Context: an optimization exercise on an open-source flow, tuned for small area. The choices shown serve that exercise and are no tape-out recipe.
The RTL was checked by simulation tests, not by an equivalence proof against the original design.
Power and IR drop assume default switching activity. The clock port is modelled as an ideal driver; clocking choices that lean on that would not hold on a real chip.

[design.v]
module vram_scanout #(
  parameter int          H_ACTIVE = 640,
  parameter int          H_FP     = 16,
  parameter int          H_SYNC   = 96,
  parameter int          H_BP     = 48,
  parameter int          V_ACTIVE = 480,
  parameter int          V_FP     = 10,
  parameter int          V_SYNC   = 2,
  parameter int          V_BP     = 33,
  parameter int          PIX_DIV  = 4,
  parameter logic [7:0]  FG_COLOR = 8'hFF,
  parameter logic [7:0]  BG_COLOR = 8'h00
) (
  input  logic                clk_i,
  input  logic                rst_ni,
  input  logic [H_ACTIVE-1:0] vram_rd_data_i,
  output logic [8:0]          vram_addr_o,
  output logic                vram_turn_o,
  output logic                pix_en_o,
  output logic                hsync_o,
  output logic                vsync_o,
  output logic [7:0]          rgb_o,
  output logic                frame_start_o
);
  localparam int H_TOTAL = H_ACTIVE + H_FP + H_SYNC + H_BP;
  localparam int V_TOTAL = V_ACTIVE + V_FP + V_SYNC + V_BP;
  localparam int HW = $clog2(H_TOTAL);
  localparam int VW = $clog2(V_TOTAL);
  localparam int DW = (PIX_DIV > 1) ? $clog2(PIX_DIV) : 1;
  localparam logic [DW-1:0] DIV_LAST = DW'(PIX_DIV - 1);
  localparam logic [HW-1:0] H_LAST   = HW'(H_TOTAL - 1);
  localparam logic [HW-1:0] H_ACT    = HW'(H_ACTIVE);
  localparam logic [HW-1:0] H_FETCH  = HW'(H_ACTIVE + 1);
  localparam logic [HW-1:0] HS_BEG   = HW'(H_ACTIVE + H_FP);
  localparam logic [HW-1:0] HS_END   = HW'(H_ACTIVE + H_FP + H_SYNC);
  localparam logic [VW-1:0] V_LAST   = VW'(V_TOTAL - 1);
  localparam logic [VW-1:0] V_ACT    = VW'(V_ACTIVE);
  localparam logic [VW-1:0] VS_BEG   = VW'(V_ACTIVE + V_FP);
  localparam logic [VW-1:0] VS_END   = VW'(V_ACTIVE + V_FP + V_SYNC);
  localparam int RL    = H_ACTIVE + 1;
  localparam int ROT0  = PIX_DIV * (H_TOTAL - H_ACTIVE) - 5;   
  localparam int TAP   = RL - 1;
  localparam int DINV = RL - (RL - 1) / PIX_DIV;
  localparam bit TAP_INV = ((1 + ROT0) % 2) == 1;
  logic [DW-1:0]       div_q;
  logic [HW-1:0]       hcnt_q;
  logic [VW-1:0]       vcnt_q;
  logic [8:0]          addr_q;
  logic                turn_q;
  logic                ld_q, nld_q;
  logic                valid_q;
  logic                pix_q;
  logic                hs_q, vs_q, fs_q;
  logic [RL-1:0]       ring_q, ring_d;
  logic                pix_en;
  logic                active;
  logic [VW-1:0]       v_next;
  logic                fetch_line;
  logic                fetching;
  logic                tap;
  assign pix_en     = (div_q == DIV_LAST);
  assign active     = (hcnt_q < H_ACT) && (vcnt_q < V_ACT);
  assign v_next     = (vcnt_q == V_LAST) ? '0 : vcnt_q + 1'b1;
  assign fetch_line = (v_next < V_ACT);
  assign fetching   = (hcnt_q == H_FETCH) && fetch_line;
  assign tap        = ring_q[TAP] ^ TAP_INV;
  for (genvar p = 0; p < RL; p++) begin : g_ring
    localparam int H = ((((TAP - ROT0 - p) % RL + RL) % RL) * DINV) % RL;
    localparam int PREV = (p + RL - 1) % RL;
    if (H >= H_ACTIVE) begin : g_pass
      assign ring_d[p] = ~ring_q[PREV];
    end else begin : g_load
      assign ring_d[p] = ~((vram_rd_data_i[H] | nld_q) & (ring_q[PREV] | ld_q));
    end
  end
  always_ff @(posedge clk_i) begin
    ring_q <= ring_d;
  end
  always_ff @(posedge clk_i) begin
    if (!rst_ni) begin
      div_q   <= '0;
      hcnt_q  <= '0;
      vcnt_q  <= '0;
      addr_q  <= '0;
      turn_q  <= 1'b1;
      ld_q    <= 1'b0;
      nld_q   <= 1'b1;
      valid_q <= 1'b0;
      pix_q   <= 1'b0;
      hs_q    <= 1'b1;
      vs_q    <= 1'b1;
      fs_q    <= 1'b0;
    end else begin
      div_q <= pix_en ? '0 : div_q + 1'b1;
      if (pix_en) begin
        if (hcnt_q == H_LAST) begin
          hcnt_q <= '0;
          vcnt_q <= v_next;
        end else begin
          hcnt_q <= hcnt_q + 1'b1;
        end
        pix_q <= active && valid_q && tap;
        hs_q  <= !((hcnt_q >= HS_BEG) && (hcnt_q < HS_END));
        vs_q  <= !((vcnt_q >= VS_BEG) && (vcnt_q < VS_END));
      end
      fs_q <= pix_en && (hcnt_q == '0) && (vcnt_q == '0);
      if (fetching && div_q == DW'(0)) addr_q <= 9'(v_next);
      turn_q <= !(pix_en ? (hcnt_q == H_ACT) && fetch_line : fetching && !pix_en);
      ld_q   <= fetching && (div_q == DW'(2));
      nld_q  <= !(fetching && (div_q == DW'(2)));
      if (ld_q) valid_q <= 1'b1;
    end
  end
  assign vram_addr_o   = addr_q;
  assign vram_turn_o   = turn_q;
  assign pix_en_o      = pix_en;
  assign hsync_o       = hs_q;
  assign vsync_o       = vs_q;
  assign rgb_o         = pix_q ? FG_COLOR : BG_COLOR;
  assign frame_start_o = fs_q;
endmodule
[flow/run.sh]
#!/bin/bash
# Standard ORFS layout, with the smallest buffer on each port and no CTS dummy loads.
set -euo pipefail
export BUFFER_PORTS_ARGS="-buffer_cell sky130_fd_sc_hd__buf_1"
export CTS_ARGS="-sink_clustering_enable -repair_clock_nets -dont_use_dummy_load"
bash standard.sh > make_flow.log 2>&1
[standard.sh]
#!/bin/bash
# synth_recipe.tcl (not shown) runs the flow's synth.tcl, then flattens the netlist and writes it again
# the make line also repeats each setting of config.mk as NAME=value (left out here)
make -C /OpenROAD-flow-scripts/flow DESIGN_CONFIG=/design/flow/config.mk WORK_HOME=/design/flow/orfs CLKGATE_MAP_FILE= SYNTH_SCRIPT=/design/flow/synth_recipe.tcl "${@:-finish}"
[config.mk]
export PLATFORM = sky130hd
export DESIGN_NAME = vram_scanout
export DESIGN_NICKNAME = vram_scanout
export VERILOG_FILES = /design/flow/design.v
export SDC_FILE = /design/flow/constraint.sdc
export NUM_CORES = 4
export LEC_CHECK = 0
export CAP_MARGIN = 20
export CORE_MARGIN = 2
export CORE_UTILIZATION = 50
export SLEW_MARGIN = 20
[constraint.sdc]
create_clock -name core_clock -period 10.0 [get_ports {clk_i}]
set_input_delay 2.0000 -clock core_clock [delete_from_list [all_inputs] [get_ports {clk_i}]]
set_output_delay 2.0000 -clock core_clock [all_outputs]
set_load 0.01 [all_outputs]
==> results of run 1 <==
[synth_stat cells (5+ instances only)]
library cell,n
o22ai_1,640
buf_4,8
xor2_1,9
o21ai_0,14
a21oi_1,6
inv_1,11
nand2_1,23
dfxtp_1,680
buf_1,5
clkbuf_1,145
nand4_1,5
nand3_1,8
mux2i_1,8
ha_1,8
nor2_1,22
nor3_1,8
[routing by layer]
layer	GRT usage, %	wire, um	share of wire (%)
met5	0	150	0.24
met4	11.3	1780	2.8
met3	11.4	5790	9.1
met2	52.1	31700	50
met1	34.1	23900	38
[metrics by stage]
step | worst slack, ns | util [%]
global placement | 5.57 | 57.2
global route | 5.82 | 61.8
detailed placement | 5.51 | 57.2
floorplan | 6.75 | -
CTS | 6.10 | 61.6
finish | 6.07 | 61.8
[worst max-delay path: cells and delay by family]
family / cells / cell delay [ns]
buf+inv: 2 / 1.24
simple gates: 1 / 0.65
compound gates: 3 / 0.54
[cell families (layout without fill, tap and decap cells)]
logic type | after synthesis | count (layout)
muxes | 8 | 8
other | 0 | 25
xor gates and xnor gates | 13 | 13
buffers and inverters | 171 | 751
AOI/OAI and AO/OA | 680 | 680
adders and majority gates | 8 | 8
DFF | 680 | 680
and+or+nand+nor | 99 | 99
[sequential cells by signal, summed over array words and instances (netlist names), 2 cells and up]
| register | cells |
|---|---|
| ring_q | 641 |
| hcnt_q | 10 |
| vcnt_q | 10 |
| addr_q | 9 |
| div_q | 2 |
[path summary, 6_finish.rpt]
kind,startpoint,slack [ns],end
min reg2reg,ring_q[8]$_DFF_P_,0.37,ring_q[9]$_DFF_P_
max reg2reg,nld_q$_SDFF_PN1_,6.60,ring_q[133]$_DFF_P_
max,rst_ni,6.07,vcnt_q[2]$_SDFFE_PN0P_
min,ring_q[8]$_DFF_P_,0.37,ring_q[9]$_DFF_P_
[layout make-up]
| class | count | area [um2] | share of cell area [%] |
|---|---|---|---|
| Antenna cell | 25 | 62.6 | 0.263 |
| Clock buffer | 67 | 1680 | 7.05 |
| Inverter | 12 | 45.0 | 0.189 |
| Multi-Input combinational cell | 808 | 5120 | 21.5 |
| Sequential cell | 680 | 13600 | 57.3 |
| Tap cell | 518 | 648 | 2.73 |
| Timing Repair Buffer | 672 | 2610 | 11.0 |
[power breakdown]
group	internal [mW]	switching [mW]	total (mW)
Sequential	2.71	0.00123	2.71
Combinational	0.0594	0.0502	0.110
Clock	1.18	0.925	2.10
==> results.sh, run 1 <==
export IMPL_clk_pin_slew_worst_paths_ns=0.06
export IMPL_yosys_area_share_adder_pct=0.516
export IMPL_synth_async_reset_ratio_pct=0
export IMPL_cp_max_fo=23
export IMPL_core_area_um2=38500
export IMPL_syn_avg_cell_area_um2=11.7
export IMPL_antenna_left=0
export IMPL_cts_tree="done"
export IMPL_arrival_ns=4.43
export IMPL_layout_nets=2891
export IMPL_dp_cells=2689
export IMPL_seq_area_frac_synth_pct=70.1
export IMPL_finish_instance_area_um2=23800
export IMPL_cp_start_kind="input port"
export IMPL_firstDrtPassIters=5
export IMPL_synth_top_family_by_area="compound AO/OA/AOI/OAI gates"
export IMPL_drv_cap=0
export IMPL_io_pins=664
export IMPL_synth_mux_area_share_pct=0.413
export IMPL_layout_common_cells="dfxtp_1, buf_1, o22ai_1"
export IMPL_clockBufferDepth=3
export IMPL_cp_end_kind="flip-flop"
export IMPL_rsz0062_at_grt="no"
export IMPL_h_tree_depth=3
export IMPL_grt_max_degree=272
export IMPL_antenna_found_initial=42
export IMPL_clock_skew_ns=0.0324
export IMPL_status="timing/DRC/antenna clean"
export IMPL_cts_buffers=67
export IMPL_wire_per_inst_um=22.8
export IMPL_synth_xor_area_share_pct=0.587
export IMPL_syn_num_nets=2309
export IMPL_final_common_cell="dfxtp_1"
export IMPL_reg2regPathDepth=3
export IMPL_num_rows=72
export IMPL_slowest_delay_ns=0.71
export IMPL_peakVddDrop_v=0.000123
export IMPL_cts_root_buf="clkbuf_16"
export IMPL_grt_pass1_vias=14900
export IMPL_fin_crit_sh_pct=39.3
export IMPL_synth_compound_area_share_pct=22.2
export IMPL_p_leak_nw=8.74
export IMPL_cts_sinks=680
export IMPL_power_mw=4.92
export IMPL_cp_data_required_time_ns=10.50
export IMPL_ctsHoldBuffers=0
export IMPL_synthSimpleGateAreaFrac_pct=2.69
export IMPL_setup_viol=0
export IMPL_post_dp_cell_area_um2=22000
export IMPL_netlist_top_cells_area="dfxtp_1, o22ai_1, clkbuf_1, ha_1, nand2_1"
export IMPL_synth_cell_types=47
export IMPL_die_w_um=201
export IMPL_fmax_mhz=254
export IMPL_layout_drive_gt1_share_pct=3.89
export IMPL_overflow=0
export IMPL_criticalPathCategory="input port to flip-flop"
export IMPL_fin_crit_ns=3.93
export IMPL_synth_ff_type="dfxtp_1"
export IMPL_cts_resized=0
export IMPL_hp_class="flip-flop to flip-flop"
export IMPL_drc=0
export IMPL_syn_inst=1659
export IMPL_gp_congestion=0.964
export IMPL_synth_top_area_cell="dfxtp_1"
export IMPL_yosysWarnings=1
export IMPL_wl_um=63300
export IMPL_grt_use_total_pct=30.3
export IMPL_clk_latency_ns=0.57
export IMPL_initial_core_util_pct=50.5
export IMPL_portBuffers=663
export IMPL_hpwl_um=46000
export IMPL_via_count=15400
export IMPL_fp_dieH_um=201
export IMPL_report_final_slew_viol_count=0
export IMPL_holdWs_ns=0.371
export IMPL_post_cts_buffers=0
export IMPL_grt_pass1_wl_um=92700
export IMPL_tightest_slew_ns=1.08
export IMPL_dieArea_um2=40400
export IMPL_path_cells="buf_1 > clkinv_1 > or4_1 > a31o_2 > o21ai_0 > a22o_1"
export IMPL_area_growth_pct=22.5
export IMPL_synthDominantCellAreaShare_pct=70.1
export IMPL_synth_ff_latch_count=680
export IMPL_syn_area_um2=19400
export IMPL_maxSlewHeadroom_pct=27.7
export IMPL_power_density_nw_per_um2=207
export IMPL_fillers=3418
export IMPL_via_per_inst=5.55
export IMPL_setup_tns_ns=0
export IMPL_synth_enable_flop_cells=0
export IMPL_hold_viol=0
export IMPL_min_path_cells=1
export IMPL_slowest_stage="buf_1"
export IMPL_drt_iter0_drc=902
export IMPL_stdcell_count=2782
==> inputs of run 2 (changes only) <==
==> run.sh (new file) <==
#!/bin/bash
# synth_recipe.tcl (not shown) runs the flow's synth.tcl, then flattens the netlist and writes it again
# the make line also repeats each setting of config.mk as NAME=value (left out here)
make -C /OpenROAD-flow-scripts/flow DESIGN_CONFIG=/design/flow/config.mk WORK_HOME=/design/flow/orfs CLKGATE_MAP_FILE= SYNTH_SCRIPT=/design/flow/synth_recipe.tcl finish
--- a/config.mk
+++ b/config.mk
@@ -8,4 +8,5 @@
 export CAP_MARGIN = 20
 export CORE_MARGIN = 2
 export CORE_UTILIZATION = 50
+export CTS_BUF_LIST = sky130_fd_sc_hd__clkbuf_4 sky130_fd_sc_hd__clkbuf_8
 export SLEW_MARGIN = 20
removed: flow/run.sh
removed: standard.sh
==> run 2 against run 1 <==
- via count is 3.4% higher
- fmax down 6.7%
- largest power group unchanged
- sequential share of layout area down 9.5 points
- routed wire length grew 4.7%
==> results.sh, run 2 <==
export IMPL_post_cts_buffers=0
export IMPL_synth_mux_area_share_pct=0.413
export IMPL_yosys_area_share_adder_pct=0.516
export IMPL_biggestRegsByFlops="ring_q: 641 flops, hcnt_q: 10 flops, vcnt_q: 10 flops"
export IMPL_hp_class="flip-flop to flip-flop"
export IMPL_maxSlewHeadroom_pct=6.54
export IMPL_post_dp_cell_area_um2=26200
export IMPL_num_rows=72
export IMPL_p_leak_nw=10.9
export IMPL_synth_cell_types=47
export IMPL_synth_most_common_cell="dfxtp_1"
export IMPL_antenna_left=0
export IMPL_firstDrtPassIters=5
export IMPL_clk_pin_slew_worst_paths_ns=0.06
export IMPL_wl_um=66300
export IMPL_synthDominantCellAreaShare_pct=70.1
export IMPL_layout_nets=2929
export IMPL_synth_top_cells_by_count="dfxtp_1, o22ai_1, clkbuf_1"
export IMPL_slowest_stage="clkdlybuf4s50_1"
export IMPL_drc=0
export IMPL_cts_sinks=680
export IMPL_rsz0062_at_grt="no"
export IMPL_layout_drive_gt1_share_pct=8.66
export IMPL_cts_tree="done"
export IMPL_netlist_top_cells_area="dfxtp_1, o22ai_1, clkbuf_1, ha_1, nand2_1"
export IMPL_path_cells="ha_1 > clkdlybuf4s50_1"
export IMPL_grtUsageMet3_pct=12.4
export IMPL_grt_max_degree=268
export IMPL_cp_end_kind="output port"
export IMPL_syn_inst=1659
export IMPL_rrSetupSlack_ns=6.65
export IMPL_dieArea_um2=40400
export IMPL_syn_area_um2=19400
export IMPL_hold_end="ring_q[9]$_DFF_P_"
export IMPL_power_density_nw_per_um2=189
export IMPL_stdcell_count=2898
export IMPL_final_common_cell="dfxtp_1"
export IMPL_yosysWarnings=1
export IMPL_drv_cap=0
export IMPL_synthSimpleGateAreaFrac_pct=2.69
export IMPL_slowest_delay_ns=0.67
export IMPL_grt_pass1_vias=15900
export IMPL_drt_iter0_drc=906
export IMPL_seq_area_frac_synth_pct=70.1
export IMPL_grt_busiest_layer="met2"
export IMPL_hold_path_startpoint="ring_q[8]$_DFF_P_"
export IMPL_die_w_um=201
export IMPL_overflow=0
export IMPL_area_growth_pct=46.8
export IMPL_largest_register_ffs=641
export IMPL_cp_data_required_time_ns=8.00
export IMPL_report_final_slew_viol_count=0
export IMPL_synth_ff_latch_count=680
export IMPL_clock_skew_ns=0.0234
export IMPL_synth_top_family_by_area="compound AO/OA/AOI/OAI gates"
export IMPL_cts_resized=0
export IMPL_setup_tns_ns=0
export IMPL_via_per_inst=5.51
export IMPL_syn_num_nets=2309
export IMPL_arrival_ns=2.22
export IMPL_timing_rr_start="nld_q$_SDFF_PN1_"
export IMPL_cp_start_kind="flip-flop"
export IMPL_reg2regPathDepth=3
export IMPL_synth_async_reset_ratio_pct=0
export IMPL_core_area_um2=38500
export IMPL_clockBufferDepth=3
export IMPL_crit_family="buffers and inverters"
export IMPL_initial_core_util_pct=50.5
export IMPL_synth_ff_type="dfxtp_1"
export IMPL_gp_congestion=0.927
export IMPL_wire_per_inst_um=22.9
export IMPL_peakVddDrop_v=0.000133
export IMPL_hpwl_um=47000
export IMPL_setup_viol=0
export IMPL_use_met2_pct=54.6
export IMPL_hold_viol=0
export IMPL_clk_latency_ns=0.66
export IMPL_holdWs_ns=0.372
export IMPL_synth_enable_flop_cells=0
export IMPL_fin_crit_ns=4.22
export IMPL_cts_buffers=105
export IMPL_finish_instance_area_um2=28500
export IMPL_fin_crit_sh_pct=42.2
export IMPL_syn_avg_cell_area_um2=11.7
export IMPL_grt_pass1_wl_um=96400
export IMPL_cp_max_fo=16
export IMPL_h_tree_depth=3
export IMPL_fp_dieH_um=201
export IMPL_cts_root_buf="clkbuf_8"
export IMPL_synth_xor_area_share_pct=0.587
export IMPL_criticalPathCategory="flip-flop to output port"
export IMPL_io_pins=664
export IMPL_min_path_cells=1
export IMPL_synth_compound_area_share_pct=22.2
export IMPL_grt_use_total_pct=31.5
export IMPL_dp_cells=2688
export IMPL_crit_buf_inv=1
export IMPL_via_count=16000
export IMPL_regMostFlops="ring_q"
export IMPL_layout_common_cells="dfxtp_1, clkdlybuf4s50_1, o22ai_1"
export IMPL_synth_top_area_cell="dfxtp_1"
export IMPL_portBuffers=663
export IMPL_status="timing/DRC/antenna clean"
export IMPL_r2r_end="ring_q[261]$_DFF_P_"
export IMPL_tightest_slew_ns=1.40
export IMPL_ctsHoldBuffers=0
export IMPL_grt_use_met1_pct=33.9
export IMPL_antenna_found_initial=36
export IMPL_fmax_mhz=237
run 2: worst max path at each step:
stage / from / end / depth (start not counted)
after detailed placement: rst_ni / vcnt_q[2]$_SDFFE_PN0P_ / 6
after global routing: div_q[0]$_SDFF_PP0_ / pix_en_o / 2
after global placement: rst_ni / vcnt_q[2]$_SDFFE_PN0P_ / 6
after floorplan: rst_ni / vcnt_q[2]$_SDFFE_PN0P_ / 5
after CTS: div_q[1]$_SDFF_PP0_ / pix_en_o / 2
final: div_q[1]$_SDFF_PP0_ / pix_en_o / 2
run 2: layout make-up:
cell class / count / area (um2)
Clock inverter: 12 / 68.8
Fill cell: 2762 / 9960
Clock buffer: 172 / 2150
Inverter: 12 / 45.0
Multi-Input combinational cell: 808 / 5120
Antenna cell: 24 / 60.1
Tap cell: 518 / 648
Sequential cell: 680 / 13600
Timing Repair Buffer: 672 / 6780
run 2: cell families after synthesis:
group,count (synthesis)
compound gates,680
xor+xnor,13
fa+ha+maj,8
buf+inv,171
flops,680
mux,8
simple gates,99
run 2: report_power, final:
| part | switching, mW | internal (mW) |
|---|---|---|
| Clock | 1.04 | 1.35 |
| Combinational | 0.0499 | 0.221 |
| Sequential | 0.00128 | 2.71 |
run 2: metrics by stage:
step	utilization [%]	setup WS [ns]	total power, mW
floorplan	-	6.75	2.78
detailed placement	68.0	5.30	3.04
global route	74.1	5.70	5.54
finish	74.1	5.78	5.37
global placement	68.0	5.32	3.04
CTS	73.8	5.76	5.41
run 2: layer usage:
| layer | share of wire, % | routed length, um | vias up |
|---|---|---|---|
| met5 | 0.20 | 131 | - |
| met1 | 37 | 24700 | 7632 |
| met2 | 50 | 33400 | 594 |
| met3 | 9.1 | 6030 | 124 |
| met4 | 3.0 | 1970 | 20 |
| li1 | - | - | 7592 |
==> inputs of run 3 (changes only) <==
--- a/config.mk
+++ b/config.mk
@@ -8,5 +8,4 @@
 export CAP_MARGIN = 20
 export CORE_MARGIN = 2
 export CORE_UTILIZATION = 50
-export CTS_BUF_LIST = sky130_fd_sc_hd__clkbuf_4 sky130_fd_sc_hd__clkbuf_8
 export SLEW_MARGIN = 20
==> run 3 against run 2 <==
- still clean
- sequential share of layout area increased by 0.15 points
- hold slack got worse by 0.0045 ns
- power increased by 1.4%
- first-iteration DRC count increased by 9.6%
- utilization decreased by 0.24 points
- largest power group unchanged
- highest routed layer unchanged
==> results.sh, run 3 <==
export IMPL_largest_register_ffs=641
export IMPL_synth_async_reset_ratio_pct=0
export IMPL_synth_compound_area_share_pct=22.2
export IMPL_cp_start_kind="input port"
export IMPL_status="timing/DRC/antenna clean"
export IMPL_io_pins=664
export IMPL_wl_um=66000
export IMPL_cts_root_buf="clkbuf_16"
export IMPL_synth_most_common_cell="dfxtp_1"
export IMPL_power_density_nw_per_um2=192
export IMPL_antenna_found_initial=36
export IMPL_hold_viol=0
export IMPL_dr_wl_met2_um=33500
export IMPL_cts_sinks=680
export IMPL_fmax_mhz=241
export IMPL_cts_resized=0
export IMPL_core_area_um2=38500
export IMPL_grt_pass1_vias=15500
export IMPL_cp_end_kind="flip-flop"
export IMPL_overflow=0
export IMPL_layout_nets=2890
export IMPL_area_growth_pct=46.4
export IMPL_via_count=15700
export IMPL_netlist_top_cells_area="dfxtp_1, o22ai_1, clkbuf_1, ha_1, nand2_1"
export IMPL_syn_avg_cell_area_um2=11.7
export IMPL_antenna_left=0
export IMPL_regMostFlops="ring_q"
export IMPL_synth_top_area_cell="dfxtp_1"
export IMPL_fillers=2761
export IMPL_gp_congestion=0.927
export IMPL_firstDrtPassIters=5
export IMPL_criticalPathCategory="input port to flip-flop"
export IMPL_portBuffers=663
export IMPL_final_common_cell="dfxtp_1"
export IMPL_grt_max_degree=268
export IMPL_syn_area_um2=19400
export IMPL_highest_layer="met5"
export IMPL_setup_tns_ns=0
export IMPL_clockBufferDepth=3
export IMPL_yosysWarnings=1
export IMPL_synth_ff_latch_count=680
export IMPL_synth_xor_area_share_pct=0.587
export IMPL_syn_inst=1659
export IMPL_report_final_slew_viol_count=0
export IMPL_p_leak_nw=10.8
export IMPL_biggestRegsByFlops="ring_q: 641 flops, hcnt_q: 10 flops, vcnt_q: 10 flops"
export IMPL_peakVddDrop_v=0.000159
export IMPL_grt_pass1_wl_um=96100
export IMPL_synth_top_family_by_area="compound AO/OA/AOI/OAI gates"
export IMPL_synth_mux_area_share_pct=0.413
export IMPL_drv_cap=0
export IMPL_wl_met3_um=5970
export IMPL_fp_dieH_um=201
export IMPL_num_rows=72
export IMPL_cp_max_fo=23
export IMPL_multi_input_area_um2=5120
export IMPL_cts_buffers=67
export IMPL_fin_crit_ns=4.15
export IMPL_drc=0
export IMPL_fin_crit_sh_pct=41.5
export IMPL_layout_drive_gt1_share_pct=5.08
export IMPL_synth_top_cells_by_count="dfxtp_1, o22ai_1, clkbuf_1"
export IMPL_wl_met1_um=24600
export IMPL_cts_tree="done"
export IMPL_die_w_um=201
export IMPL_tightest_slew_ns=1.21
export IMPL_dieArea_um2=40400
export IMPL_clk_pin_slew_worst_paths_ns=0.06
export IMPL_power_mw=5.45
export IMPL_drt_iter0_drc=993
export IMPL_hpwl_um=47000
export IMPL_clk_latency_ns=0.57
export IMPL_synthDominantCellAreaShare_pct=70.1
export IMPL_synth_enable_flop_cells=0
export IMPL_cp_data_required_time_ns=10.51
export IMPL_hp_class="flip-flop to flip-flop"
export IMPL_clock_skew_ns=0.0113
export IMPL_layout_common_cells="dfxtp_1, clkdlybuf4s50_1, o22ai_1"
export IMPL_syn_num_nets=2309
export IMPL_ff_latch_area_um2=13600
export IMPL_seq_area_frac_synth_pct=70.1
export IMPL_setup_viol=0
export IMPL_synthSimpleGateAreaFrac_pct=2.69
export IMPL_initial_core_util_pct=50.5
export IMPL_ctsHoldBuffers=0
export IMPL_synth_cell_types=47
export IMPL_via_per_inst=5.56
export IMPL_grt_use_total_pct=31.4
export IMPL_wire_per_inst_um=23.3
export IMPL_yosys_area_share_adder_pct=0.516
export IMPL_maxSlewHeadroom_pct=19.5
export IMPL_rsz0062_at_grt="no"
export IMPL_synth_ff_type="dfxtp_1"
export IMPL_arrival_ns=4.66
export IMPL_post_cts_buffers=0
export IMPL_h_tree_depth=3
## run 3: cell types whose count changed in the layout (fill, tap and decap cells not counted)
cell	before	now
buf_16	2	1
clkbuf_16	0	71
buf_4	4	3
clkinv_2	9	8
buf_6	0	1
clkbuf_1	0	16
clkbuf_8	138	12
clkbuf_4	34	0
bufinv_16	0	3
## run 3: layer usage
metal  vias up  global-route usage, %
met4        20                   12.6
met2       559                   54.7
li1       7484                      -
met3       119                   11.7
met5         -                      0
met1      7531                   34.5
## run 3: stage by stage
stage	hold slack (ns)	setup slack, ns	cell area, um2	std cells	util [%]
CTS	0.376	5.86	28300	2801	73.6
floorplan	0.338	6.75	19400	1659	-
global placement	0.352	5.32	26200	2688	68.0
finish	0.367	5.85	28400	2826	73.9
global route	0.380	5.65	28400	2821	73.8
detailed placement	0.361	5.30	26200	2688	68.0
## run 3: final timing paths
path	from	endpoint	depth (start not counted)	slack, ns
hold reg to reg	ring_q[8]$_DFF_P_	ring_q[9]$_DFF_P_	1	0.37
hold / removal	ring_q[8]$_DFF_P_	ring_q[9]$_DFF_P_	1	0.37
setup reg to reg	nld_q$_SDFF_PN1_	ring_q[168]$_DFF_P_	3	6.78
setup / recovery	rst_ni	vcnt_q[2]$_SDFFE_PN0P_	6	5.85
## run 3: worst max-delay path, cell delays in order
cell             delay [ns]
clkdlybuf4s50_1        0.97
clkinv_1               0.49
or4_1                  0.65
a31o_2                 0.24
o21ai_0                0.15
a22o_1                 0.16
## run 3: cell families after synthesis
group | Yosys count
AO/OA/AOI/OAI | 680
XOR/XNOR | 13
adder cells (fa/ha/maj) | 8
buffers and inverters | 171
flip-flops | 680
multiplexers | 8
AND/OR/NAND/NOR | 99
## run 3: power breakdown
part | internal (mW) | total [mW] | leakage, nW | switching [mW]
registers | 2.71 | 2.71 | 6.20 | 0.00130
logic | 0.221 | 0.271 | 3.52 | 0.0499
clock network | 1.46 | 2.47 | 1.06 | 1.01
total | 4.39 | 5.45 | 10.8 | 1.06
## run 3: final cells by class
cell class / count / area share [%]
inverters: 12 / 0.159
repair buffers: 671 / 23.8
clock buffers: 99 / 7.05
flip-flops and latches: 680 / 47.9
multi-input cells: 808 / 18.0
well taps: 518 / 2.28
diodes: 24 / 0.211
clock inverters: 14 / 0.542
==> inputs of run 4 (changes only) <==
==> flow/run.sh (new file) <==
#!/bin/bash
set -euo pipefail
export BUFFER_PORTS_ARGS="-buffer_cell sky130_fd_sc_hd__buf_1"
export CTS_ARGS="-sink_clustering_enable -repair_clock_nets -dont_use_dummy_load -sink_clustering_size 30 -sink_clustering_max_diameter 150"
bash standard.sh > make_flow.log 2>&1
==> standard.sh (new file) <==
#!/bin/bash
# synth_recipe.tcl (not shown) runs the flow's synth.tcl, then flattens the netlist and writes it again
# the make line also repeats each setting of config.mk as NAME=value (left out here)
make -C /OpenROAD-flow-scripts/flow DESIGN_CONFIG=/design/flow/config.mk WORK_HOME=/design/flow/orfs CLKGATE_MAP_FILE= SYNTH_SCRIPT=/design/flow/synth_recipe.tcl "${@:-finish}"
removed: run.sh
==> run 4 against run 3 <==
- first-iteration DRC count shrank 8.6%
- final cell count shrank 3.1%
- sequential share of layout area grew 12 points
- setup slack gained 0.24 ns
- routed wire length shrank 5.5%
- final area shrank 20%
- register-to-register slack lost 0.21 ns
- count of clock-buffer cells in the layout shrank 73
- still clean on timing, DRC and antenna
- utilization shrank 15 points
- clock power shrank 49%
- largest cell class unchanged
==> results.sh, run 4 <==
export IMPL_arrival_ns=4.43
export IMPL_firstDrtPassIters=5
export IMPL_timing_rr_start="nld_q$_SDFF_PN1_"
export IMPL_io_pins=664
export IMPL_dp_cells=2689
export IMPL_reg2regPathDepth=3
export IMPL_fillers=3536
export IMPL_hold_end="ring_q[9]$_DFF_P_"
export IMPL_yosysWarnings=1
export IMPL_dieArea_um2=40400
export IMPL_synth_ff_latch_count=680
export IMPL_gp_congestion=0.964
export IMPL_hold_viol=0
export IMPL_synth_async_reset_ratio_pct=0
export IMPL_cts_sinks=680
export IMPL_hp_class="flip-flop to flip-flop"
export IMPL_drc=0
export IMPL_clockBufferDepth=3
export IMPL_wire_per_inst_um=22.8
export IMPL_post_cts_buffers=0
export IMPL_synth_enable_flop_cells=0
export IMPL_tightest_slew_ns=1.07
export IMPL_grt_use_total_pct=29.5
export IMPL_setup_viol=0
export IMPL_syn_inst=1659
export IMPL_syn_avg_cell_area_um2=11.7
export IMPL_portBuffers=663
export IMPL_drt_iter0_drc=908
export IMPL_synthDominantCellAreaShare_pct=70.1
export IMPL_stdcell_count=2737
export IMPL_grt_pass1_vias=14400
export IMPL_clk_pin_slew_worst_paths_ns=0.12
export IMPL_num_rows=72
export IMPL_r2r_end="ring_q[77]$_DFF_P_"
export IMPL_min_path_cells=1
export IMPL_die_w_um=201
export IMPL_synth_most_common_cell="dfxtp_1"
export IMPL_layout_drive_gt1_share_pct=2.09
export IMPL_fp_dieH_um=201
export IMPL_initial_core_util_pct=50.5
export IMPL_cp_data_required_time_ns=10.53
export IMPL_ctsHoldBuffers=0
export IMPL_cp_start_kind="input port"
export IMPL_drv_cap=0
export IMPL_layout_common_cells="dfxtp_1, buf_1, o22ai_1"
export IMPL_area_growth_pct=17.2
export IMPL_fin_crit_ns=3.91
export IMPL_cp_max_fo=23
export IMPL_antenna_found_initial=40
export IMPL_maxSlewHeadroom_pct=28.5
export IMPL_syn_area_um2=19400
export IMPL_cts_buffers=26
export IMPL_power_density_nw_per_um2=179
export IMPL_via_per_inst=5.54
export IMPL_synth_ff_type="dfxtp_1"
export IMPL_via_count=15200
export IMPL_cts_root_buf="clkbuf_16"
export IMPL_final_common_cell="dfxtp_1"
export IMPL_h_tree_depth=1
export IMPL_report_final_slew_viol_count=0
export IMPL_clk_latency_ns=0.59
export IMPL_cts_tree="done"
export IMPL_fin_crit_sh_pct=39.1
export IMPL_rrSetupSlack_ns=6.57
export IMPL_largest_register_ffs=641
export IMPL_hpwl_um=46000
export IMPL_biggestRegsByFlops="ring_q: 641 flops, hcnt_q: 10 flops, vcnt_q: 10 flops"
export IMPL_synth_top_area_cell="dfxtp_1"
export IMPL_antenna_left=0
export IMPL_cts_resized=0
export IMPL_grt_max_degree=272
export IMPL_syn_num_nets=2309
export IMPL_seq_area_frac_synth_pct=70.1
export IMPL_core_area_um2=38500
export IMPL_layout_nets=2850
export IMPL_p_leak_nw=8.23
export IMPL_hold_path_startpoint="ring_q[8]$_DFF_P_"
export IMPL_fmax_mhz=256
export IMPL_peakVddDrop_v=0.000141
export IMPL_clock_skew_ns=0.0317
export IMPL_criticalPathCategory="input port to flip-flop"
export IMPL_grt_pass1_wl_um=90900
export IMPL_status="timing/DRC/antenna clean"
export IMPL_overflow=0
export IMPL_rsz0062_at_grt="no"
export IMPL_synth_top_cells_by_count="dfxtp_1, o22ai_1, clkbuf_1"
export IMPL_setup_tns_ns=0
export IMPL_cp_end_kind="flip-flop"
export IMPL_netlist_top_cells_area="dfxtp_1, o22ai_1, clkbuf_1, ha_1, nand2_1"
export IMPL_wl_um=62300
export IMPL_synth_cell_types=47
export IMPL_regMostFlops="ring_q"
[run 4: cell types whose count changed in the layout (fill, tap and decap cells not counted), sizes merged]
cell	delta
buf	+664
bufinv	-3
clkbuf	-73
clkdlybuf4s50	-663
clkinv	-8
clkinvlp	-2
diode	-3
inv	-1
[run 4: how the worst max path moves through the flow]
stage                     slack [ns]                endpoint  cells after the start   start
after detailed placement        5.51  vcnt_q[2]$_SDFFE_PN0P_                      6  rst_ni
after CTS                       6.13  vcnt_q[2]$_SDFFE_PN0P_                      6  rst_ni
after global placement          5.57  vcnt_q[2]$_SDFFE_PN0P_                      6  rst_ni
final                           6.09  vcnt_q[2]$_SDFFE_PN0P_                      6  rst_ni
after global routing            5.86  vcnt_q[2]$_SDFFE_PN0P_                      6  rst_ni
after floorplan                 6.75  vcnt_q[2]$_SDFFE_PN0P_                      5  rst_ni
[run 4: layer usage]
metal | global-route usage (%) | vias to the layer above | part of all wire, %
li1 | - | 7363 | -
met1 | 34.2 | 7209 | 38
met3 | 10.1 | 91 | 8.4
met5 | 0 | - | 0.28
met4 | 7.80 | 26 | 2.2
met2 | 52.1 | 478 | 51
[run 4: final cells by class]
| class | instances | area [um2] | share of cell area [%] |
|---|---|---|---|
| Antenna cell | 21 | 52.6 | 0.231 |
| Clock buffer | 26 | 651 | 2.86 |
| Inverter | 12 | 45.0 | 0.198 |
| Multi-Input combinational cell | 808 | 5120 | 22.5 |
| Sequential cell | 680 | 13600 | 59.9 |
| Tap cell | 518 | 648 | 2.85 |
| Timing Repair Buffer | 672 | 2610 | 11.5 |
[run 4: per-stage QoR]
step | power (mW) | area, um2 | setup slack (ns) | util, % | hold slack [ns]
after detailed placement | 2.88 | 22000 | 5.51 | 57.2 | 0.345
after global routing | 4.21 | 22700 | 5.86 | 59.1 | 0.389
after CTS | 4.10 | 22700 | 6.13 | 58.9 | 0.364
after floorplan | 2.78 | 19400 | 6.75 | - | 0.338
after global placement | 2.88 | 22000 | 5.57 | 57.2 | 0.356
final | 4.07 | 22700 | 6.09 | 59.1 | 0.367
[run 4: cell families after synthesis]
logic type	synth area share, %
multiplexers	0.413
AND/OR/NAND/NOR	2.69
adder cells (fa/ha/maj)	0.516
flip-flops	70.1
XOR/XNOR	0.587
buffers and inverters	3.47
AO/OA/AOI/OAI	22.2
[run 4: critical path, stage by stage]
cell      delay (ns)
buf_1           0.71
clkinv_1        0.53
or4_1           0.65
a31o_2          0.24
o21ai_0         0.14
a22o_1          0.16
[run 4: where the power goes]
part | total [mW] | internal, mW | switching [mW]
sequential | 2.71 | 2.71 | 0.00122
clock | 1.25 | 0.470 | 0.778
combinational | 0.109 | 0.0594 | 0.0501
==> inputs of run 5 (changes only) <==
--- a/design.v
+++ b/design.v
@@ -45,23 +45,22 @@
   logic [DW-1:0]       div_q;
   logic [HW-1:0]       hcnt_q;
   logic [VW-1:0]       vcnt_q;
-  logic [8:0]          addr_q;
-  logic                turn_q;
   logic                ld_q, nld_q;
   logic                valid_q;
   logic                pix_q;
-  logic                hs_q, vs_q, fs_q;
   logic [RL-1:0]       ring_q, ring_d;
   logic                pix_en;
+  logic                line_end;
   logic                active;
   logic [VW-1:0]       v_next;
   logic                fetch_line;
   logic                fetching;
   logic                tap;
   assign pix_en     = (div_q == DIV_LAST);
+  assign line_end   = pix_en && (hcnt_q == H_LAST);
   assign active     = (hcnt_q < H_ACT) && (vcnt_q < V_ACT);
   assign v_next     = (vcnt_q == V_LAST) ? '0 : vcnt_q + 1'b1;
-  assign fetch_line = (v_next < V_ACT);
+  assign fetch_line = (vcnt_q < V_ACT - 1) || (vcnt_q == V_LAST);
   assign fetching   = (hcnt_q == H_FETCH) && fetch_line;
   assign tap        = ring_q[TAP] ^ TAP_INV;
   for (genvar p = 0; p < RL; p++) begin : g_ring
@@ -81,41 +80,32 @@
       div_q   <= '0;
       hcnt_q  <= '0;
       vcnt_q  <= '0;
-      addr_q  <= '0;
-      turn_q  <= 1'b1;
       ld_q    <= 1'b0;
       nld_q   <= 1'b1;
       valid_q <= 1'b0;
       pix_q   <= 1'b0;
-      hs_q    <= 1'b1;
-      vs_q    <= 1'b1;
-      fs_q    <= 1'b0;
     end else begin
-      div_q <= pix_en ? '0 : div_q + 1'b1;
-      if (pix_en) begin
-        if (hcnt_q == H_LAST) begin
-          hcnt_q <= '0;
-          vcnt_q <= v_next;
-        end else begin
-          hcnt_q <= hcnt_q + 1'b1;
-        end
-        pix_q <= active && valid_q && tap;
-        hs_q  <= !((hcnt_q >= HS_BEG) && (hcnt_q < HS_END));
-        vs_q  <= !((vcnt_q >= VS_BEG) && (vcnt_q < VS_END));
-      end
-      fs_q <= pix_en && (hcnt_q == '0) && (vcnt_q == '0);
-      if (fetching && div_q == DW'(0)) addr_q <= 9'(v_next);
-      turn_q <= !(pix_en ? (hcnt_q == H_ACT) && fetch_line : fetching && !pix_en);
-      ld_q   <= fetching && (div_q == DW'(2));
-      nld_q  <= !(fetching && (div_q == DW'(2)));
+      if (line_end) {hcnt_q, div_q} <= '0;
+      else          {hcnt_q, div_q} <= {hcnt_q, div_q} + 1'b1;
+      if (line_end) vcnt_q <= v_next;
+      if (pix_en) pix_q <= active && valid_q && tap;
+      ld_q    <= (hcnt_q == H_FETCH) && (div_q == DW'(2));
+      nld_q   <= !((hcnt_q == H_FETCH) && (div_q == DW'(2)));
       if (ld_q) valid_q <= 1'b1;
     end
   end
-  assign vram_addr_o   = addr_q;
-  assign vram_turn_o   = turn_q;
+  logic hs_n, vs_n;
+  assign hs_n = (hcnt_q > HS_BEG) && (hcnt_q <= HS_END);
+  assign vs_n = (hcnt_q == '0) ? (vcnt_q > VS_BEG) && (vcnt_q <= VS_END)
+                               : (vcnt_q >= VS_BEG) && (vcnt_q < VS_END);
+  logic past_fetch;
+  assign past_fetch  = (hcnt_q > H_FETCH) || ((hcnt_q == H_FETCH) && (div_q != '0));
+  assign vram_addr_o = (vcnt_q >= V_ACT - 1) ? ((past_fetch && vcnt_q == V_LAST) ? '0 : 9'(V_ACTIVE - 1))
+                                             : 9'(past_fetch ? v_next : vcnt_q);
+  assign vram_turn_o   = !fetching;
   assign pix_en_o      = pix_en;
-  assign hsync_o       = hs_q;
-  assign vsync_o       = vs_q;
+  assign hsync_o       = !hs_n;
+  assign vsync_o       = !vs_n;
   assign rgb_o         = pix_q ? FG_COLOR : BG_COLOR;
-  assign frame_start_o = fs_q;
+  assign frame_start_o = (div_q == '0) && (hcnt_q == HW'(1)) && (vcnt_q == '0);
 endmodule
==> flow/run.sh (replaced) <==
#!/bin/bash
set -euo pipefail
export BUFFER_PORTS_ARGS="-buffer_cell sky130_fd_sc_hd__buf_1"
export CTS_ARGS="-sink_clustering_enable -repair_clock_nets -dont_use_dummy_load -sink_clustering_size 18 -sink_clustering_max_diameter 80 -buf_list sky130_fd_sc_hd__clkbuf_8 -root_buf sky130_fd_sc_hd__clkbuf_16"
bash standard.sh > make_flow.log 2>&1
==> run 5 against run 4 <==
- clock skew rose by 0.025 ns
- final cell count increased by 0.11%
- synthesized cell count shrank 1.2%
- critical path depth up 1
- setup slack got worse by 0.77 ns
- critical endpoint is now vram_addr_o[0]
- highest routed layer unchanged
==> results.sh, run 5 <==
export IMPL_syn_inst=1639
export IMPL_synth_cell_types=53
export IMPL_clockBufferDepth=3
export IMPL_regMostFlops="ring_q"
export IMPL_h_tree_depth=2
export IMPL_cts_sinks=667
export IMPL_slowest_stage="nor3_1"
export IMPL_fp_dieH_um=199
export IMPL_syn_num_nets=2286
export IMPL_clk_pin_slew_worst_paths_ns=0.11
export IMPL_synth_ff_type="dfxtp_1"
export IMPL_grt_pass1_wl_um=82900
export IMPL_power_density_nw_per_um2=178
export IMPL_portBuffers=663
export IMPL_synth_enable_flop_cells=0
export IMPL_overflow=0
export IMPL_post_cts_buffers=0
export IMPL_synth_top_area_cell="dfxtp_1"
export IMPL_grt_use_total_pct=28.1
export IMPL_cp_max_fo=9
export IMPL_synth_async_reset_ratio_pct=0
export IMPL_setup_tns_ns=0
export IMPL_gp_congestion=0.871
export IMPL_clk_latency_ns=0.56
export IMPL_num_rows=71
export IMPL_status="timing/DRC/antenna clean"
export IMPL_hpwl_um=43400
export IMPL_synth_most_common_cell="dfxtp_1"
export IMPL_cts_root_buf="clkbuf_16"
export IMPL_setup_viol=0
export IMPL_ctsHoldBuffers=0
export IMPL_crit_start="vcnt_q[0]$_SDFFE_PN0P_"
export IMPL_dieArea_um2=39800
export IMPL_crit_path_end="vram_addr_o[0]"
export IMPL_wire_per_inst_um=22.0
export IMPL_core_area_um2=37700
export IMPL_timing_rr_start="nld_q$_SDFF_PN1_"
export IMPL_via_count=14900
export IMPL_cts_resized=0
export IMPL_cts_buffers=43
export IMPL_grt_max_degree=211
export IMPL_crit_family="simple AND/OR/NAND/NOR gates"
export IMPL_area_growth_pct=17.3
export IMPL_firstDrtPassIters=4
export IMPL_drt_iter0_drc=981
export IMPL_criticalPathCategory="flip-flop to output port"
export IMPL_hp_class="flip-flop to flip-flop"
export IMPL_reg2regPathDepth=3
export IMPL_largest_register_ffs=641
export IMPL_final_common_cell="dfxtp_1"
export IMPL_seq_area_frac_synth_pct=69.9
export IMPL_drv_cap=0
export IMPL_antenna_found_initial=49
export IMPL_via_per_inst=5.46
export IMPL_rsz0062_at_grt="no"
export IMPL_drc=0
export IMPL_clock_skew_ns=0.0566
export IMPL_report_final_slew_viol_count=0
export IMPL_synth_top_cells_by_count="dfxtp_1, o22ai_1, clkbuf_1"
export IMPL_biggestRegsByFlops="ring_q: 641 flops, hcnt_q: 10 flops, vcnt_q: 10 flops"
export IMPL_layout_nets=2840
export IMPL_fmax_mhz=214
export IMPL_fin_crit_sh_pct=46.8
export IMPL_power_mw=3.98
export IMPL_io_pins=664
export IMPL_maxSlewHeadroom_pct=33.3
export IMPL_cts_tree="done"
export IMPL_peakVddDrop_v=0.000144
export IMPL_fin_crit_ns=4.68
export IMPL_cp_depth=7
export IMPL_r2r_end="ring_q[537]$_DFF_P_"
export IMPL_p_leak_nw=8.11
export IMPL_netlist_top_cells_area="dfxtp_1, o22ai_1, clkbuf_1, xnor2_1, nand2_1"
export IMPL_cp_start_kind="flip-flop"
export IMPL_cp_end_kind="output port"
export IMPL_syn_avg_cell_area_um2=11.7
export IMPL_tightest_slew_ns=1.00
export IMPL_syn_area_um2=19100
export IMPL_layout_common_cells="dfxtp_1, buf_1, o22ai_1"
export IMPL_initial_core_util_pct=50.7
export IMPL_synthDominantCellAreaShare_pct=69.9
export IMPL_slowest_delay_ns=0.68
export IMPL_yosysWarnings=1
export IMPL_antenna_left=0
export IMPL_wl_um=60200
export IMPL_hold_viol=0
export IMPL_grt_pass1_vias=13800
export IMPL_arrival_ns=2.68
export IMPL_synth_ff_latch_count=667
export IMPL_layout_drive_gt1_share_pct=3.24
export IMPL_cp_data_required_time_ns=8.00
export IMPL_crit_buf_inv=2
export IMPL_die_w_um=199
export IMPL_rrSetupSlack_ns=7.06
export IMPL_path_cells="inv_1 > ha_1 > and2b_2 > nand4_1 > nor3_1 > nor3_2 > buf_1"
## run 5: cell families after synthesis
| group | Yosys count | share of synthesized area, % |
|---|---|---|
| buffers and inverters | 170 | 3.69 |
| DFF | 667 | 69.9 |
| muxes | 1 | 0.0524 |
| xor gates and xnor gates | 18 | 0.825 |
| adders and majority gates | 5 | 0.328 |
| AOI/OAI and AO/OA | 670 | 22.0 |
| and+or+nand+nor | 108 | 3.20 |
## run 5: worst min-delay path by stage
stage | slack (ns) | endpoint | cells past startpoint | startpoint
2_1_floorplan | 0.34 | ring_q[9]$_DFF_P_ | 1 | ring_q[8]$_DFF_P_
3_3_place_gp | 0.34 | ring_q[9]$_DFF_P_ | 1 | ring_q[8]$_DFF_P_
3_5_place_dp | 0.35 | ring_q[9]$_DFF_P_ | 1 | ring_q[8]$_DFF_P_
4_1_cts | 0.39 | ring_q[9]$_DFF_P_ | 1 | ring_q[8]$_DFF_P_
5_1_grt | 0.41 | ring_q[541]$_DFF_P_ | 1 | ring_q[540]$_DFF_P_
6_report | 0.38 | ring_q[541]$_DFF_P_ | 1 | ring_q[540]$_DFF_P_
## run 5: metal layers
metal,vias up,global-route usage (%),wire (um)
met1,6972,31.6,23000
li1,7321,-,-
met3,129,10.9,5650
met5,-,1.02,159
met2,501,45.1,29000
met4,24,16.8,2430
## run 5: worst reg2reg max path: cells and delay by family, from the launching register on
kind	cells	cell delay, ns
AO/OA/AOI/OAI	1	0.21
buffers and inverters	2	1.55
flip-flops	1	0.98
## run 5: layout make-up
class	count	area [um2]
Timing Repair Buffer	673	2590
Fill cell	3437	15300
Inverter	6	22.5
Tap cell	511	639
Multi-Input combinational cell	802	5040
Antenna cell	38	95.1
Clock buffer	43	648
Sequential cell	667	13400
## run 5: through the flow
stage | cells | utilization [%] | setup slack, ns | hold slack [ns] | area, um2
2_1_floorplan | 1639 | - | 6.26 | 0.338 | 19100
3_3_place_gp | 2659 | 57.5 | 5.92 | 0.345 | 21700
3_5_place_dp | 2659 | 57.5 | 5.91 | 0.350 | 21700
4_1_cts | 2702 | 59.2 | 5.28 | 0.387 | 22300
5_1_grt | 2731 | 59.4 | 5.15 | 0.405 | 22400
6_report | 2740 | 59.5 | 5.32 | 0.384 | 22400
## run 5: where the power goes
part	switching [mW]	internal [mW]
clock network	0.787	0.437
logic	0.0454	0.0586
registers	0.00172	2.65
total	0.834	3.15
==> inputs of run 6 (changes only) <==
==> flow/run.sh (replaced) <==
#!/bin/bash
# The standard ORFS layout (standard.sh), with two changes:
#  - each port gets the smallest buffer (buf_1) instead of the default one;
#  - CTS clusters up to 18 flip-flops per clkbuf_8 and inserts no dummy loads.
set -euo pipefail
export BUFFER_PORTS_ARGS="-buffer_cell sky130_fd_sc_hd__buf_1"
export CTS_ARGS="-sink_clustering_enable -repair_clock_nets -dont_use_dummy_load -sink_clustering_size 18 -sink_clustering_max_diameter 80 -buf_list sky130_fd_sc_hd__clkbuf_8 -root_buf sky130_fd_sc_hd__clkbuf_16"
bash standard.sh > make_flow.log 2>&1
==> run 6 against run 5 <==
- still clean on timing, DRC and antenna
- flip-flop and latch count stayed put
- routed wire length stayed put
- highest routed layer unchanged
- via count stayed put
- global-route usage stayed put
- fmax stayed put
- largest power group unchanged
- setup slack stayed put
- clock power hardly changed
- sequential power hardly changed
- hold slack stayed put
- critical path depth stayed put
- final cell count stayed put
==> results.sh, run 6 <==
export IMPL_die_w_um=199
export IMPL_power_density_nw_per_um2=178
export IMPL_ff_latch_area_um2=13400
export IMPL_portBuffers=663
export IMPL_grt_max_degree=211
export IMPL_synth_ff_latch_count=667
export IMPL_synth_top_cells_by_count="dfxtp_1, o22ai_1, clkbuf_1"
export IMPL_rsz0062_at_grt="no"
export IMPL_cp_start_kind="flip-flop"
export IMPL_path_cells="inv_1 > ha_1 > and2b_2 > nand4_1 > nor3_1 > nor3_2 > buf_1"
export IMPL_antenna_found_initial=49
export IMPL_cts_sinks=667
export IMPL_wire_per_inst_um=22.0
export IMPL_hold_viol=0
export IMPL_setup_tns_ns=0
export IMPL_maxSlewHeadroom_pct=33.3
export IMPL_via_count=14900
export IMPL_syn_avg_cell_area_um2=11.7
export IMPL_clock_skew_ns=0.0566
export IMPL_hp_class="flip-flop to flip-flop"
export IMPL_via_per_inst=5.46
export IMPL_largest_register_ffs=641
export IMPL_synthDominantCellAreaShare_pct=69.9
export IMPL_fin_crit_ns=4.68
export IMPL_post_dp_cell_area_um2=21700
export IMPL_report_final_slew_viol_count=0
export IMPL_cts_buffers=43
export IMPL_syn_inst=1639
export IMPL_gp_congestion=0.871
export IMPL_final_common_cell="dfxtp_1"
export IMPL_synth_cell_types=53
export IMPL_grt_pass1_wl_um=82900
export IMPL_synth_async_reset_ratio_pct=0
export IMPL_core_area_um2=37700
export IMPL_yosysWarnings=1
export IMPL_regMostFlops="ring_q"
export IMPL_drt_iter0_drc=981
export IMPL_fmax_mhz=214
export IMPL_synth_enable_flop_cells=0
export IMPL_status="timing/DRC/antenna clean"
export IMPL_power_mw=3.98
export IMPL_clk_pin_slew_worst_paths_ns=0.11
export IMPL_cts_tree="done"
export IMPL_slowest_delay_ns=0.68
export IMPL_layout_drive_gt1_share_pct=3.24
export IMPL_dieArea_um2=39800
export IMPL_io_pins=664
export IMPL_area_growth_pct=17.3
export IMPL_firstDrtPassIters=4
export IMPL_worst_slack_ns=5.32
export IMPL_h_tree_depth=2
export IMPL_arrival_ns=2.68
export IMPL_cp_end_kind="output port"
export IMPL_layout_common_cells="dfxtp_1, buf_1, o22ai_1"
export IMPL_clockBufferDepth=3
export IMPL_cts_resized=0
export IMPL_post_cts_buffers=0
export IMPL_peakVddDrop_v=0.000144
export IMPL_p_leak_nw=8.11
export IMPL_antenna_left=0
export IMPL_holdWs_ns=0.384
export IMPL_fillers=3437
export IMPL_wl_um=60200
export IMPL_seq_area_frac_synth_pct=69.9
export IMPL_synth_top_area_cell="dfxtp_1"
export IMPL_grt_pass1_vias=13800
export IMPL_slowest_stage="nor3_1"
export IMPL_drv_cap=0
export IMPL_hpwl_um=43400
export IMPL_tightest_slew_ns=1.00
export IMPL_initial_core_util_pct=50.7
export IMPL_num_rows=71
export IMPL_synth_ff_type="dfxtp_1"
export IMPL_drc=0
export IMPL_synth_most_common_cell="dfxtp_1"
export IMPL_grt_use_total_pct=28.1
export IMPL_setup_viol=0
export IMPL_dp_slack_ns=5.91
export IMPL_layout_nets=2840
export IMPL_cts_root_buf="clkbuf_16"
export IMPL_overflow=0
export IMPL_syn_area_um2=19100
export IMPL_netlist_top_cells_area="dfxtp_1, o22ai_1, clkbuf_1, xnor2_1, nand2_1"
export IMPL_finish_instance_area_um2=22400
export IMPL_ctsHoldBuffers=0
export IMPL_syn_num_nets=2286
export IMPL_clk_latency_ns=0.56
export IMPL_biggestRegsByFlops="ring_q: 641 flops, hcnt_q: 10 flops, vcnt_q: 10 flops"
export IMPL_cp_data_required_time_ns=8.00
export IMPL_criticalPathCategory="flip-flop to output port"
export IMPL_fp_dieH_um=199
export IMPL_fin_crit_sh_pct=46.8
export IMPL_cp_max_fo=9
export IMPL_multi_input_area_um2=5040
==> run 6: cell counts in the layout (fill, tap and decap cells not counted) <==
No cell type changed its count.
==> run 6: worst paths after layout <==
check,from,end,slack [ns],cells past startpoint
worst max register to register,nld_q$_SDFF_PN1_,ring_q[537]$_DFF_P_,7.06,3
worst min-delay path,ring_q[540]$_DFF_P_,ring_q[541]$_DFF_P_,0.38,1
worst min register to register,ring_q[540]$_DFF_P_,ring_q[541]$_DFF_P_,0.38,1
worst max-delay path,vcnt_q[0]$_SDFFE_PN0P_,vram_addr_o[0],5.32,7
==> run 6: area by class of cell <==
class / count / share of cell area, %
diodes: 38 / 0.425
well taps: 511 / 2.85
inverters: 6 / 0.101
clock buffers: 43 / 2.89
flip-flops and latches: 667 / 59.7
repair buffers: 673 / 11.6
multi-input cells: 802 / 22.5
==> run 6: power breakdown <==
group	switching [mW]	internal, mW
Clock	0.787	0.437
Sequential	0.00172	2.65
Combinational	0.0454	0.0586
==> run 6: metrics by stage <==
stage          cells  util (%)
2_1_floorplan   1639         -
3_3_place_gp    2659      57.5
3_5_place_dp    2659      57.5
4_1_cts         2702      59.2
5_1_grt         2731      59.4
6_report        2740      59.5
==> run 6: cell families after synthesis <==
| group | share of synthesized area, % |
|---|---|
| AOI/OAI and AO/OA | 22.0 |
| muxes | 0.0524 |
| buffers and inverters | 3.69 |
| and+or+nand+nor | 3.20 |
| DFF | 69.9 |
| adders and majority gates | 0.328 |
| xor gates and xnor gates | 0.825 |
==> run 6: worst max-delay path: cells and delay by family, from the launching register on <==
family / cells / cell delay (ns)
and+or+nand+nor: 4 / 1.25
buffers and inverters: 2 / 0.28
adders and majority gates: 1 / 0.16
DFF: 1 / 0.42
==> run 6: layer usage <==
metal | share of wire, % | track usage [%] | vias up
met3 | 9.4 | 10.9 | 129
li1 | - | - | 7321
met5 | 0.26 | 1.02 | -
met4 | 4.0 | 16.8 | 24
met1 | 38 | 31.6 | 6972
met2 | 48 | 45.1 | 501
==> inputs of run 7 (changes only) <==
==> flow/run.sh (replaced) <==
#!/bin/bash
set -euo pipefail
export BUFFER_PORTS_ARGS="-buffer_cell sky130_fd_sc_hd__buf_1"
export CTS_ARGS="-sink_clustering_enable -repair_clock_nets -dont_use_dummy_load -sink_clustering_size 30 -sink_clustering_max_diameter 80"
bash standard.sh > make_flow.log 2>&1
==> run 7 against run 6 <==
- still clean
- largest power group unchanged
- critical path type unchanged
- power rose by 2.8%
- setup slack got worse by 0.021 ns
- sequential share of layout area fell by 0.24 points
==> results.sh, run 7 <==
export IMPL_ff_latch_area_um2=13400
export IMPL_cp_end_kind="output port"
export IMPL_dieArea_um2=39800
export IMPL_io_pins=664
export IMPL_wire_per_inst_um=22.0
export IMPL_antenna_found_initial=33
export IMPL_synth_ff_latch_count=667
export IMPL_timing_rr_start="nld_q$_SDFF_PN1_"
export IMPL_grt_pass1_wl_um=83200
export IMPL_synth_top_area_cell="dfxtp_1"
export IMPL_biggestRegsByFlops="ring_q: 641 flops, hcnt_q: 10 flops, vcnt_q: 10 flops"
export IMPL_crit_start="vcnt_q[0]$_SDFFE_PN0P_"
export IMPL_maxSlewHeadroom_pct=32.7
export IMPL_drt_iter0_drc=887
export IMPL_layout_nets=2828
export IMPL_grt_use_total_pct=27.7
export IMPL_fillers=3410
export IMPL_cp_max_fo=9
export IMPL_p_int_mw=3.27
export IMPL_synth_ff_type="dfxtp_1"
export IMPL_syn_avg_cell_area_um2=11.7
export IMPL_die_w_um=199
export IMPL_wl_um=59800
export IMPL_fin_crit_sh_pct=47.0
export IMPL_syn_num_nets=2286
export IMPL_gp_congestion=0.871
export IMPL_seq_area_frac_synth_pct=69.9
export IMPL_power_density_nw_per_um2=182
export IMPL_netlist_top_cells_area="dfxtp_1, o22ai_1, clkbuf_1, xnor2_1, nand2_1"
export IMPL_regMostFlops="ring_q"
export IMPL_synth_enable_flop_cells=0
export IMPL_cp_start_kind="flip-flop"
export IMPL_num_rows=71
export IMPL_antenna_left=0
export IMPL_cts_root_buf="clkbuf_16"
export IMPL_fmax_mhz=213
export IMPL_via_count=15000
export IMPL_final_common_cell="dfxtp_1"
export IMPL_multi_input_area_um2=5040
export IMPL_setup_viol=0
export IMPL_clockPowerShare_pct=32.6
export IMPL_crit_buf_inv=2
export IMPL_cp_depth=7
export IMPL_p_leak_nw=8.15
export IMPL_stdcell_count=2713
export IMPL_crit_family="simple AND/OR/NAND/NOR gates"
export IMPL_hp_class="flip-flop to flip-flop"
export IMPL_peakVddDrop_v=0.000144
export IMPL_r2r_end="ring_q[537]$_DFF_P_"
export IMPL_grt_pass1_vias=13700
export IMPL_syn_area_um2=19100
export IMPL_synth_async_reset_ratio_pct=0
export IMPL_synth_most_common_cell="dfxtp_1"
export IMPL_via_per_inst=5.51
export IMPL_ctsHoldBuffers=0
export IMPL_drc=0
export IMPL_grt_max_degree=211
export IMPL_rrSetupSlack_ns=7.02
export IMPL_layout_drive_gt1_share_pct=2.71
export IMPL_clockBufferDepth=3
export IMPL_hold_viol=0
export IMPL_layout_common_cells="dfxtp_1, buf_1, o22ai_1"
export IMPL_synthDominantCellAreaShare_pct=69.9
export IMPL_post_cts_buffers=0
export IMPL_hpwl_um=43400
export IMPL_dp_slack_ns=5.91
export IMPL_p_seq_share_pct=64.9
export IMPL_setup_tns_ns=0
export IMPL_yosysWarnings=1
export IMPL_core_area_um2=37700
export IMPL_cts_tree="done"
export IMPL_cts_resized=0
export IMPL_synth_top_cells_by_count="dfxtp_1, o22ai_1, clkbuf_1"
export IMPL_portBuffers=663
export IMPL_clk_latency_ns=0.60
export IMPL_worst_slack_ns=5.30
export IMPL_dp_cells=2659
export IMPL_rsz0062_at_grt="no"
export IMPL_crit_path_end="vram_addr_o[0]"
export IMPL_fin_crit_ns=4.70
export IMPL_holdWs_ns=0.342
export IMPL_netSwitchingFraction_pct=20.3
export IMPL_cp_data_required_time_ns=8.00
export IMPL_p_comb_share_pct=2.5
export IMPL_p_sw_mw=0.830
export IMPL_initial_core_util_pct=50.7
export IMPL_overflow=0
export IMPL_clock_skew_ns=0.0659
export IMPL_tightest_slew_ns=1.01
export IMPL_path_cells="inv_1 > ha_1 > and2b_2 > nand4_1 > nor3_1 > nor3_2 > buf_1"
export IMPL_report_final_slew_viol_count=0
export IMPL_slowest_delay_ns=0.69
export IMPL_reg2regPathDepth=3
export IMPL_cts_buffers=31
export IMPL_synth_cell_types=53
export IMPL_clk_pin_slew_worst_paths_ns=0.10
export IMPL_area_growth_pct=17.7
export IMPL_h_tree_depth=1
export IMPL_cts_sinks=667
export IMPL_fp_dieH_um=199
export IMPL_drv_cap=0
export IMPL_syn_inst=1639
export IMPL_criticalPathCategory="flip-flop to output port"
export IMPL_slowest_stage="nor3_1"
export IMPL_status="timing/DRC/antenna clean"
export IMPL_firstDrtPassIters=5
export IMPL_largest_register_ffs=641
export IMPL_arrival_ns=2.70
export IMPL_power_mw=4.09
-- run 7: cell counts after synthesis --
No cell type changed its count.
-- run 7: power by group through the flow --
stage	Clock, mW	Combinational (mW)	Sequential, mW
2_1_floorplan	0	0.00719	2.72
3_3_place_gp	0	0.102	2.72
3_5_place_dp	0	0.104	2.72
4_1_cts	1.37	0.105	2.66
5_1_grt	1.46	0.117	2.66
6_report	1.33	0.104	2.66
-- run 7: worst min path at each step --
stage / start / endpoint / slack [ns] / cells past startpoint
6_report: ring_q[14]$_DFF_P_ / ring_q[15]$_DFF_P_ / 0.34 / 1
3_5_place_dp: ring_q[8]$_DFF_P_ / ring_q[9]$_DFF_P_ / 0.35 / 1
4_1_cts: ring_q[14]$_DFF_P_ / ring_q[15]$_DFF_P_ / 0.34 / 1
5_1_grt: ring_q[75]$_DFF_P_ / ring_q[76]$_DFF_P_ / 0.35 / 1
2_1_floorplan: ring_q[8]$_DFF_P_ / ring_q[9]$_DFF_P_ / 0.34 / 1
3_3_place_gp: ring_q[8]$_DFF_P_ / ring_q[9]$_DFF_P_ / 0.34 / 1
-- run 7: stage by stage --
step | utilization, % | area (um2)
3_5_place_dp | 57.5 | 21700
6_report | 59.7 | 22500
3_3_place_gp | 57.5 | 21700
4_1_cts | 59.6 | 22400
5_1_grt | 59.6 | 22500
2_1_floorplan | - | 19100
-- run 7: layer usage --
layer	vias up	wire, um	track usage (%)
met5	-	127	0
met1	7071	23500	32.8
li1	7283	-	-
met2	485	29700	48.0
met4	20	1410	8.42
met3	99	5020	8.93
-- run 7: area by class of cell --
| cell class | instances | area share, % |
|---|---|---|
| inverter | 6 | 0.100 |
| multi-input combinational | 802 | 22.4 |
| antenna | 23 | 0.256 |
| sequential | 667 | 59.4 |
| tap | 511 | 2.84 |
| clock buffer | 31 | 3.45 |
| timing repair buffer | 673 | 11.5 |
-- run 7: logic make-up after synthesis --
kind of cell               after synthesis  share of synthesized area [%]
adders and majority gates                5                          0.328
muxes                                    1                         0.0524
AOI/OAI and AO/OA                      670                           22.0
buffers and inverters                  170                           3.69
DFF                                    667                           69.9
xor gates and xnor gates                18                          0.825
and+or+nand+nor                        108                           3.20

[re-timing with driven ports]
No port has a modelled driver above. Below, the same layouts with a new extraction and two added sets of constraints. Step 1 (the two cells are an assumption about what drives the block):
set clk [get_ports {clk_i}]
set_driving_cell -lib_cell sky130_fd_sc_hd__clkbuf_16 $clk
set_driving_cell -lib_cell sky130_fd_sc_hd__buf_2 [delete_from_list [all_inputs] $clk]
Step 2 also shifts input and output timing later by t, the mid clock arrival at the registers, as if the neighbouring blocks saw the same clock. Three values: ideal, step 1, step 2; two values: the first two.
run	t (ns)	setup WS [ns]	worst register clock-pin slew, ns
run 1	0.609	6.066 / 6.081 / 5.472	0.06 / 0.06
run 2	0.700	5.783 / 5.730 / 5.229	0.07 / 0.07
run 3	0.617	5.848 / 5.818 / 5.243	0.06 / 0.06
run 4	0.637	6.091 / 6.109 / 5.472	0.12 / 0.12
run 5	0.591	5.324 / 5.268 / 5.859	0.11 / 0.11
run 6	0.591	5.324 / 5.268 / 5.859	0.11 / 0.11
run 7	0.629	5.303 / 5.247 / 5.877	0.11 / 0.11
After both steps setup and hold are still met in every run listed. For run 4, which loses most, drivers alone change the setup slack by +0.018 ns; drivers and shift together by -0.619 ns.
